From an optimization exercise on the open Yosys and OpenROAD flow, aimed at small area; shortcuts taken in it are not production practice. In this exercise RTL edits were held to simulation tests only and were not proved equivalent to the original. Power and IR drop assume default switching activity.

File: flow/run.sh
#!/bin/bash
# synth_recipe.tcl (not shown) runs the flow's synth.tcl, then flattens the netlist and writes it again
# the make line also repeats each setting of config.mk as NAME=value (left out here)
make -C /OpenROAD-flow-scripts/flow DESIGN_CONFIG=/design/flow/config.mk WORK_HOME=/design/flow/orfs CLKGATE_MAP_FILE= SYNTH_SCRIPT=/design/flow/synth_recipe.tcl finish
File: flow/constraint.sdc
create_clock -name core_clock -period 11.0 [get_ports {clk}]
set_input_delay 2.2000 -clock core_clock [delete_from_list [all_inputs] [get_ports {clk}]]
set_output_delay 2.2000 -clock core_clock [all_outputs]
set_load 0.01 [all_outputs]
File: flow/config.mk
export PLATFORM = sky130hd
export DESIGN_NAME = matmul_sequencer
export DESIGN_NICKNAME = matmul_sequencer
export VERILOG_FILES = /design/flow/design.v
export SDC_FILE = /design/flow/constraint.sdc
export NUM_CORES = 4
export LEC_CHECK = 0
export CAP_MARGIN = 20
export CORE_MARGIN = 2
export CORE_UTILIZATION = 40
export PLACE_DENSITY = 0.6
export SLEW_MARGIN = 20
File: flow/design.v
module matmul_sequencer #(
  parameter int MAX_M = 4,
  parameter int MAX_N = 4,
  parameter int MAX_P = 4
) (
  input  logic               clk,
  input  logic               rst,
  input  logic               rx_valid,
  input  logic [7:0]         rx_data,
  output logic [7:0]         tx_data,
  output logic               tx_valid,
  input  logic               tx_ready,
  output logic               busy,
  output logic               done,
  output logic               err
);
  localparam int MW = $clog2(MAX_M) + 1;
  localparam int NW = $clog2(MAX_N) + 1;
  localparam int PW = $clog2(MAX_P) + 1;
  localparam int MA = (MAX_M > 1) ? $clog2(MAX_M) : 1;
  localparam int NA = (MAX_N > 1) ? $clog2(MAX_N) : 1;
  localparam int PA = (MAX_P > 1) ? $clog2(MAX_P) : 1;
  typedef enum logic [2:0] {
    HDR, LOAD_A, LOAD_B, COMPUTE, SEND
  } state_t;
  state_t        state_q;
  logic [1:0]    bcnt_q, hcnt_q;
  logic [23:0]   word_q;
  logic [31:0]   acc_q;
  logic [MW-1:0] m_q, i_q;
  logic [NW-1:0] n_q, k_q;
  logic [PW-1:0] p_q, j_q;
  logic [7:0]    tx_data_q;
  logic          tx_valid_q, busy_q;
  logic          done_q, err_q;
  logic [31:0] a_q [0:(1<<MA)-1][0:(1<<NA)-1];
  logic [31:0] b_q [0:(1<<NA)-1][0:(1<<PA)-1];
  logic [31:0] c_q [0:(1<<MA)-1][0:(1<<PA)-1];
  logic [31:0]   word_d, acc_d, prod, lim;
  logic [31:0]   c_rd, c_first;
  logic [7:0]    byte_sel;
  logic          loading, wdone, dim_ok;
  logic          i_last, j_last, k_last;
  logic [MA-1:0] ai;
  logic [NA-1:0] ak;
  logic [PA-1:0] bj;
  assign ai      = i_q[MA-1:0];
  assign ak      = k_q[NA-1:0];
  assign bj      = j_q[PA-1:0];
  assign word_d  = {word_q, rx_data};
  assign loading = (state_q == HDR) ||
                   (state_q == LOAD_A) ||
                   (state_q == LOAD_B);
  assign wdone   = loading && rx_valid &&
                   (bcnt_q == 2'd3);
  assign i_last  = (i_q == m_q - MW'(1));
  assign j_last  = (j_q == p_q - PW'(1));
  assign k_last  = (k_q == n_q - NW'(1));
  assign prod  = a_q[ai][ak] * b_q[ak][bj];
  assign acc_d = ((k_q == '0) ? 32'd0 : acc_q) + prod;
  assign c_rd  = c_q[ai][bj];
  assign c_first = (m_q == MW'(1) && p_q == PW'(1)) ?
                   acc_d : c_q[0][0];
  always_comb begin
    lim = 32'(MAX_P);
    unique case (hcnt_q)
      2'd0:    lim = 32'(MAX_M);
      2'd1:    lim = 32'(MAX_N);
      default: lim = 32'(MAX_P);
    endcase
  end
  assign dim_ok = (word_d != 32'd0) && (word_d <= lim);
  always_comb begin
    byte_sel = c_rd[7:0];
    unique case (bcnt_q)
      2'd0:    byte_sel = c_rd[31:24];
      2'd1:    byte_sel = c_rd[23:16];
      2'd2:    byte_sel = c_rd[15:8];
      default: byte_sel = c_rd[7:0];
    endcase
  end
  always_ff @(posedge clk) begin
    if (state_q == LOAD_A && wdone)
      a_q[ai][ak] <= word_d;
    if (state_q == LOAD_B && wdone)
      b_q[ak][bj] <= word_d;
    if (state_q == COMPUTE && k_last)
      c_q[ai][bj] <= acc_d;
  end
  always_ff @(posedge clk or posedge rst) begin
    if (rst) begin
      state_q    <= HDR;
      bcnt_q     <= '0;
      hcnt_q     <= '0;
      word_q     <= '0;
      acc_q      <= '0;
      m_q        <= '0;
      n_q        <= '0;
      p_q        <= '0;
      i_q        <= '0;
      j_q        <= '0;
      k_q        <= '0;
      tx_data_q  <= '0;
      tx_valid_q <= 1'b0;
      busy_q     <= 1'b0;
      done_q     <= 1'b0;
      err_q      <= 1'b0;
    end else begin
      done_q <= 1'b0;
      err_q  <= 1'b0;
      if (loading && rx_valid) begin
        word_q <= word_d[23:0];
        bcnt_q <= bcnt_q + 2'd1;
      end
      unique case (state_q)
        HDR: if (wdone) begin
          if (!dim_ok) begin
            err_q  <= 1'b1;
            hcnt_q <= '0;
          end else begin
            unique case (hcnt_q)
              2'd0:    m_q <= word_d[MW-1:0];
              2'd1:    n_q <= word_d[NW-1:0];
              default: p_q <= word_d[PW-1:0];
            endcase
            hcnt_q <= hcnt_q + 2'd1;
            if (hcnt_q == 2'd2) begin
              state_q <= LOAD_A;
              hcnt_q  <= '0;
              i_q     <= '0;
              k_q     <= '0;
            end
          end
        end
        LOAD_A: if (wdone) begin
          if (k_last) begin
            k_q <= '0;
            if (i_last) begin
              state_q <= LOAD_B;
              i_q     <= '0;
              j_q     <= '0;
            end else begin
              i_q <= i_q + MW'(1);
            end
          end else begin
            k_q <= k_q + NW'(1);
          end
        end
        LOAD_B: if (wdone) begin
          if (j_last) begin
            j_q <= '0;
            if (k_last) begin
              state_q <= COMPUTE;
              busy_q  <= 1'b1;
              k_q     <= '0;
              i_q     <= '0;
            end else begin
              k_q <= k_q + NW'(1);
            end
          end else begin
            j_q <= j_q + PW'(1);
          end
        end
        COMPUTE: begin
          acc_q <= acc_d;
          if (k_last) begin
            k_q <= '0;
            if (j_last) begin
              j_q <= '0;
              if (i_last) begin
                state_q    <= SEND;
                i_q        <= '0;
                bcnt_q     <= '0;
                tx_valid_q <= 1'b1;
                tx_data_q  <= c_first[31:24];
              end else begin
                i_q <= i_q + MW'(1);
              end
            end else begin
              j_q <= j_q + PW'(1);
            end
          end else begin
            k_q <= k_q + NW'(1);
          end
        end
        SEND: begin
          if (tx_valid_q) begin
            if (tx_ready) begin
              tx_valid_q <= 1'b0;
              bcnt_q     <= bcnt_q + 2'd1;
              if (bcnt_q == 2'd3) begin
                if (j_last) begin
                  j_q <= '0;
                  if (i_last) begin
                    state_q <= HDR;
                    i_q     <= '0;
                    busy_q  <= 1'b0;
                    done_q  <= 1'b1;
                  end else begin
                    i_q <= i_q + MW'(1);
                  end
                end else begin
                  j_q <= j_q + PW'(1);
                end
              end
            end
          end else begin
            tx_valid_q <= 1'b1;
            tx_data_q  <= byte_sel;
          end
        end
        default: state_q <= HDR;
      endcase
    end
  end
  assign tx_data  = tx_data_q;
  assign tx_valid = tx_valid_q;
  assign busy     = busy_q;
  assign done     = done_q;
  assign err      = err_q;
endmodule
==> summary.txt <==
[sequential cells by signal, indices dropped and copies added, names as in the netlist, 3 cells and up]
signal,cells
a_q,512
tx_data_q,8
b_q,512
m_q,3
i_q,3
state_q,3
acc_q,32
k_q,3
n_q,3
j_q,3
word_q,24
c_q,512
p_q,3
[routing by layer]
layer	wire (um)	track usage (%)	part of all wire [%]	vias to the layer above
met3	14390	3.334	6.7	342
met1	90700	29.96	42	22898
met5	13	0	0.0060	-
li1	-	-	-	17593
met4	6567	6.664	3.0	2
met2	104200	34.61	48	1630
[synthesized netlist by cell type, types with 25 or more instances]
cell      number  area (um2)
a21oi_1       45       225.2
and2_1        28       175.2
and3_1        55       344.1
buf_2         44       220.2
clkbuf_1     115       431.7
dfrtp_1       93        2327
edfxtp_1    1536       46120
fa_1         438        8768
ha_1         146        1827
inv_1        525        1971
mux2_2        47       529.3
mux4_2       421        9482
nand2_1      339        1272
nand2b_1      40       250.2
nand3_1       30       150.1
nor2_1       325        1220
o21ai_0       44       220.2
or2_2         43       269.0
xnor2_1       62       543.0
xor2_1        25       219.0
[kinds of logic after synthesis]
logic type | share of synthesized area (%)
flops | 60.99
xor+xnor | 1.150
fa+ha+maj | 13.35
simple gates | 5.016
compound gates | 2.095
buf+inv | 3.928
mux | 13.48
[area by class of cell]
cell class / count / area share, %
clock buffers: 230 / 5.158
diodes: 4 / 0.01118
flip-flops and latches: 1629 / 54.15
inverters: 529 / 2.224
well taps: 2640 / 3.690
repair buffers: 238 / 2.133
clock inverters: 86 / 1.219
multi-input cells: 2326 / 31.42
[power breakdown]
part           switching, mW  total [mW]  leakage (nW)  internal, mW
sequential            0.0186        6.83          15.1          6.81
combinational          0.220       0.275          14.4        0.0543
clock                   2.46        5.79          2.76          3.34
total                   2.70        12.9          32.2          10.2
[placed cells by master (no fill, tap or decap), types with 30 or more instances in the layout]
cell and instances:
mux2_2 47, clkbuf_1 44, and3_2 45, inv_1 523, buf_4 209, dfrtp_1 87
or2_2 43, ha_1 146, clkbuf_16 168, a21oi_1 45, nor2_1 325, nand2_1 338
edfxtp_1 1536, mux4_2 421, nand2b_1 40, fa_1 438, o21ai_0 40, nand3_1 30
xnor2_1 57
[path summary, 6_finish.rpt]
| kind | depth (start not counted) | slack [ns] | to |
|---|---|---|---|
| max reg2reg | 31 | 0.86 | c_q[2][29] |
| min in group asynchronous | 2 | 1.91 | err_q |
| max in group asynchronous | 3 | 7.74 | j_q[1] |
| min | 1 | 0.50 | acc_q[8] |
| max | 31 | 0.86 | c_q[2][29] |
| min reg2reg | 1 | 0.50 | acc_q[8] |
==> results.json <==
{
  "slew_headroom_pct": 25.16,
  "leakagePower_nw": 32.22,
  "clk_pin_slew_ns": 0.06,
  "whs_ns": 0.4968,
  "port_buffers": 23,
  "via_count": 42465,
  "worstSetupPathType": "flop to flop",
  "drc": 0,
  "cts_buffers": 168,
  "p_per_area_nw_per_um2": 144.1,
  "areaGrowthSynthToFinish_pct": 12.68,
  "tns_ns": 0,
  "cts_max_path_buffers": 3,
  "ys.flop_type": "edfxtp_1",
  "multi_input_area_um2": 28130,
  "outcome": "complete, no violations",
  "critPathLaunchType": "flop",
  "place.gp.congestion": 0.8984,
  "post-cts-setup-buffers": 0,
  "place_area_um2": 83760,
  "synth-seq-area-share_pct": 60.99,
  "layout_setup_ws_ns": 0.8555,
  "holdBufCountCts": 0,
  "clock-root-buffer": "clkbuf_16",
  "cp-end-kind": "flop",
  "n_fill_cell": 17192,
  "drive_above_1_share_pct": 21.36,
  "synth_seq_cells": 1629,
  "antenna_found_initial": 6,
  "num_io_pins": 24,
  "crit_path_start": "k_q[0]",
  "viasPerCell": 5.528,
  "async_flop_share_pct": 5.709,
  "syn_nets": 5290,
  "fin_skew_ns": 0.07182,
  "finalPower_mw": 12.90,
  "crit_buf_inv": 10,
  "wl_um": 215900,
  "dp_cells": 7362,
  "period_needed_ns": 10.14,
  "clkLatencyLatePin_ns": 0.85,
  "start_util_pct": 40.24,
  "crit_required_ns": 11.47,
  "hpwl_um": 135800,
  "avgSynthCellArea_um2": 16.92,
  "die_y_um": 449.7,
  "pre_cts_ws_ns": 0.7488,
  "die_w_um": 449.7,
  "ant_nets": 0,
  "grt_first_pass_wirelength_um": 312300,
  "reg2reg_from": "k_q[0]",
  "critPathTopFamily": "adder cells",
  "rsz0062_at_grt": "no",
  "finish.instance_area_um2": 89520,
  "cts_sinks": 1629,
  "path_max_fanout": 31,
  "peakVddDrop_v": 0.0001603,
  "die_area_um2": 202200,
  "nets": 5488,
  "fin_util_pct": 45.34,
  "fin_cells": 7682,
  "cp_slowest_stage_delay_ns": 0.85,
  "overflow": 0,
  "core_area_um2": 197400,
  "cts_tree": "yes",
  "drt_first_pass_iters": 6,
  "synth_area_um2": 79440,
  "synth_warnings": 1,
  "synthCells": 4694,
  "arrival_ns": 10.61,
  "tightestPinTransition_ns": 1.119,
  "synth_edf_count": 1536,
  "timing.final.crit_share_pct": 92.22,
  "rows": 163,
  "wire_per_inst_um": 28.10,
  "cts-resized-gates": 0,
  "maxCapViolCount": 0,
  "seq_area_um2": 48470,
  "finalHoldViolCount": 0,
  "grt_max_degree": 58,
  "holdCritStartpoint": "acc_q[8]",
  "crit_path_top_delay_cell": "dfrtp_4",
  "drt_iter0_drc": 4395,
  "slew_violations": 0,
  "setup_viol": 0,
  "hp-class": "flop to flop",
  "gr-usage-all-layers_pct": 21.42,
  "fmax_ghz": 0.09858,
  "h-tree-depth": 4,
  "grt_pass1_vias": 43742,
  "synth_cell_types": 73
}

[what the ideal ports hide]
The flow's constraints put no driver on any port. The routed layout listed below was extracted and timed again, unchanged, in two steps. Step 1: set_driving_cell puts a clkbuf_16 on clk and a buf_2 on each other input, an assumption about the parent block. Step 2 adds t to the input delays and takes it off the output delays; t is the mean of the earliest and latest rising clock arrival at the registers after step 1. Input paths then give back, and output paths get back, about the clock's delay inside the block. Slacks: no drivers / after step 1 / after step 2; pairs: no drivers / after step 1.
shift t [ns]: 0.899
slack for setup (ns): 0.855 / 0.855 / 0.855
slew at the worst register clock pin (ns): 0.07 / 0.07
After both steps this run still meets setup and hold. For this run, drivers alone change the setup slack by 0.000 ns; drivers and shift together by 0.000 ns.
